This is an optimization exercise on Yosys and OpenROAD, whose aim is small area, a short achievable clock period and few clock cycles per item, not a production implementation.
The RTL was checked by simulation tests, not by an equivalence proof against the original design.
Power figures rest on the tool's default switching activity, not on a simulated workload.

// heading_pid_steer_controller
module heading_pid_steer_controller (
   input  logic                  clock,
   input  logic                  reset,
   input  logic                  req_valid,
   output logic                  req_ready,
   input  logic [OP_W-1:0]       req_op,
   input  logic [ANGLE_IN_W-1:0] req_angle_in,
   input  logic [THROTTLE_W-1:0] req_throttle_in,
   input  logic                  req_enable_in,
   output logic                  rsp_valid,
   input  logic                  rsp_ready,
   output logic [STEER_W-1:0]    rsp_steer_out,
   output logic [THROTTLE_W-1:0] rsp_throttle_out,
   output logic                  rsp_in_band,
   input  logic                  csr_wr_en,
   input  logic [CSR_IDX_W-1:0]  csr_index,
   input  logic [CSR_DATA_W-1:0] csr_wr_data
);
For scale: about 4000 cells after synthesis, about 560 flip-flops, about 94 I/O pins, roughly 37000 um2 of cells after synthesis.
clock: 6.0 ns
lec_check: 0
abc_clock_period_in_ps: 3300
cap_margin: 20
core_margin: 2
core_utilization: 45
cts_cluster_diameter: 120
cts_cluster_size: 24
setup_slack_margin: 2.3
slew_margin: 20
run.sh (not shown) runs the stock make flow with config.mk's settings and CLKGATE_MAP_FILE= SYNTH_SCRIPT=/design/flow/synth_recipe.tcl, a recipe that flattens the netlist after the stock synthesis.
Testbench counts at the start, summed over its fixed seeds: cycles 7,740, items 1,961.
==> next run, changes <==
--- a/flow/design.v
+++ b/flow/design.v
@@ -418,30 +418,24 @@
             x_a_in   = deriv_sat;
             x_b_in   = gain_d;
             x_v_in   = 1'b1;
             x_acc_in = 1'b1;
             x_gd_in  = 1'b1;
          end
          default: begin
             x_v_in   = take_oob;
             x_c15_in = 1'b1;
             x_int_in = !j_clr;
          end
       endcase
-      if (!x_v_in) begin
-         x_a_in   = '0;
-         x_acc_in = 1'b1;
-         x_c15_in = 1'b0;
-         x_c11_in = 1'b0;
-      end
    end
    always_ff @(posedge clock) begin
       if (reset) begin
          b_st     <= B_RDY;
          integ    <= '0;
          last_err <= '0;
          x_v   <= 1'b0;
          x_gd  <= 1'b0;
          y_v   <= 1'b0;
          y_gd  <= 1'b0;
          e_v   <= 1'b0;
          bp_v  <= 1'b0;
@@ -483,25 +477,27 @@
       x_a   <= x_a_in;
       x_one <= enc_one;
       x_two <= enc_two;
       x_neg <= enc_neg;
       x_acc <= x_acc_in;
       x_c15 <= x_c15_in;
       x_c11 <= x_c11_in;
       y_s   <= mul_s;
       y_c   <= mul_c;
       y_acc <= x_acc;
       x_int <= x_int_in;
       y_int <= x_int;
-      acc <= y_s + y_c + z_add;
+      if (y_v) begin
+         acc <= y_s + y_c + z_add;
+      end
       if (take_oob) begin
          b_dz   <= (j_err == (j_clr ? HEADING_W'(0) : last_err));
       end
       if (b_st == B_I3) begin
          e_thr <= j_thr;
       end
       if (fill_bp) begin
          bp_thr    <= (j_kind == J_BAND) ? j_thr : '0;
          bp_band   <= (j_kind == J_BAND);
          bp_behind <= (b_st != B_RDY) || (tp_drain && !e_fire);
       end else if (e_fire) begin
          bp_behind <= 1'b0;
What happened: The new run finished clean. Sequential share of layout area climbs by 0.64 points. Routed wire length rose by 1.4%. Power climbs by 11%. Non-clock buffer count went down by 4. Count of clock-buffer cells in the layout grows by 4. Design area came out higher by 1.6%. Clock skew went up by 0.018 ns. Sequential power climbs by 6.5%. Critical path depth drops by 2. Via count rises by 1.7%. Worst setup slack degrades by 0.024 ns. Worst hold slack gets worse by 0.016 ns. Die area went up by 1.9%. Area after synthesis goes up by 1.9%.
Testbench counts after the change, summed over its fixed seeds: cycles 7,740, items 1,961.

---

heading_pid_steer_controller with an RTL version that a note above also has.
Size in the first run: roughly 4,000 cells after synthesis, about 560 flip-flops, about 94 I/O pins.
clock: 6.0 ns
lec_check: 0
abc_clock_period_in_ps: 3500
cap_margin: 20
core_margin: 2
core_utilization: 40
cts_cluster_diameter: 120
cts_cluster_size: 24
setup_slack_margin: 2.2
slew_margin: 20
Testbench counts at the start, summed over its fixed seeds: cycles 7,740, items 1,961.
Next try:
--- a/flow/design.v
+++ b/flow/design.v
@@ -418,24 +418,30 @@
             x_a_in   = deriv_sat;
             x_b_in   = gain_d;
             x_v_in   = 1'b1;
             x_acc_in = 1'b1;
             x_gd_in  = 1'b1;
          end
          default: begin
             x_v_in   = take_oob;
             x_c15_in = 1'b1;
             x_int_in = !j_clr;
          end
       endcase
+      if (!x_v_in) begin
+         x_a_in   = '0;
+         x_acc_in = 1'b1;
+         x_c15_in = 1'b0;
+         x_c11_in = 1'b0;
+      end
    end
    always_ff @(posedge clock) begin
       if (reset) begin
          b_st     <= B_RDY;
          integ    <= '0;
          last_err <= '0;
          x_v   <= 1'b0;
          x_gd  <= 1'b0;
          y_v   <= 1'b0;
          y_gd  <= 1'b0;
          e_v   <= 1'b0;
          bp_v  <= 1'b0;
@@ -477,27 +483,25 @@
       x_a   <= x_a_in;
       x_one <= enc_one;
       x_two <= enc_two;
       x_neg <= enc_neg;
       x_acc <= x_acc_in;
       x_c15 <= x_c15_in;
       x_c11 <= x_c11_in;
       y_s   <= mul_s;
       y_c   <= mul_c;
       y_acc <= x_acc;
       x_int <= x_int_in;
       y_int <= x_int;
-      if (y_v) begin
-         acc <= y_s + y_c + z_add;
-      end
+      acc <= y_s + y_c + z_add;
       if (take_oob) begin
          b_dz   <= (j_err == (j_clr ? HEADING_W'(0) : last_err));
       end
       if (b_st == B_I3) begin
          e_thr <= j_thr;
       end
       if (fill_bp) begin
          bp_thr    <= (j_kind == J_BAND) ? j_thr : '0;
          bp_band   <= (j_kind == J_BAND);
          bp_behind <= (b_st != B_RDY) || (tp_drain && !e_fire);
       end else if (e_fire) begin
          bp_behind <= 1'b0;
Effect:
- clock-buffer cell count went down by 2
- synthesized cell count falls by 0.47%
- non-clock buffer count falls by 6
- sequential cell count decreases by 2
- area after synthesis is lower by 1.8%
Testbench counts after the change, summed over its fixed seeds: cycles 7,740, items 1,961.

## port drivers added, routing unchanged
How much do the figures lean on ideal ports? The routed layouts below were timed once more, with nothing changed but the port constraints. Step 1, drivers: a clkbuf_16 drives clock and a buf_2 each remaining input, both assumed. Step 2 adds t to the input delays and takes it off the output delays; t is the mean of the earliest and latest rising clock arrival at the registers after step 1. Input paths then give back, and output paths get back, about the clock's delay inside the block. a / b / c = no drivers / after step 1 / after step 2; a / b = the first two.
| run | t (ns) | setup WS [ns] | worst hold slack (ns) | worst slew at a driven data input, ns | cell pins on the clock port's net |
|---|---|---|---|---|---|
| the first run of note 1 | 0.672 | 2.348 / 2.348 / 1.852 | 0.331 / 0.331 / 0.331 | 0.04 | 1 |
| the second run of note 1 | 0.681 | 2.324 / 2.324 / 2.324 | 0.315 / 0.315 / 0.315 | 0.05 | 1 |
| the first run of note 2 | 0.680 | 2.322 / 2.322 / 2.322 | 0.291 / 0.291 / 0.291 | 0.08 | 1 |
| the second run of note 2 | 0.675 | 2.301 / 2.247 / 1.855 | 0.335 / 0.335 / 0.335 | 0.05 | 1 |
After both steps every run listed still meets setup and hold. For the first run of note 1, which loses most, drivers alone change the setup slack by 0.000 ns; drivers and shift together by -0.496 ns.
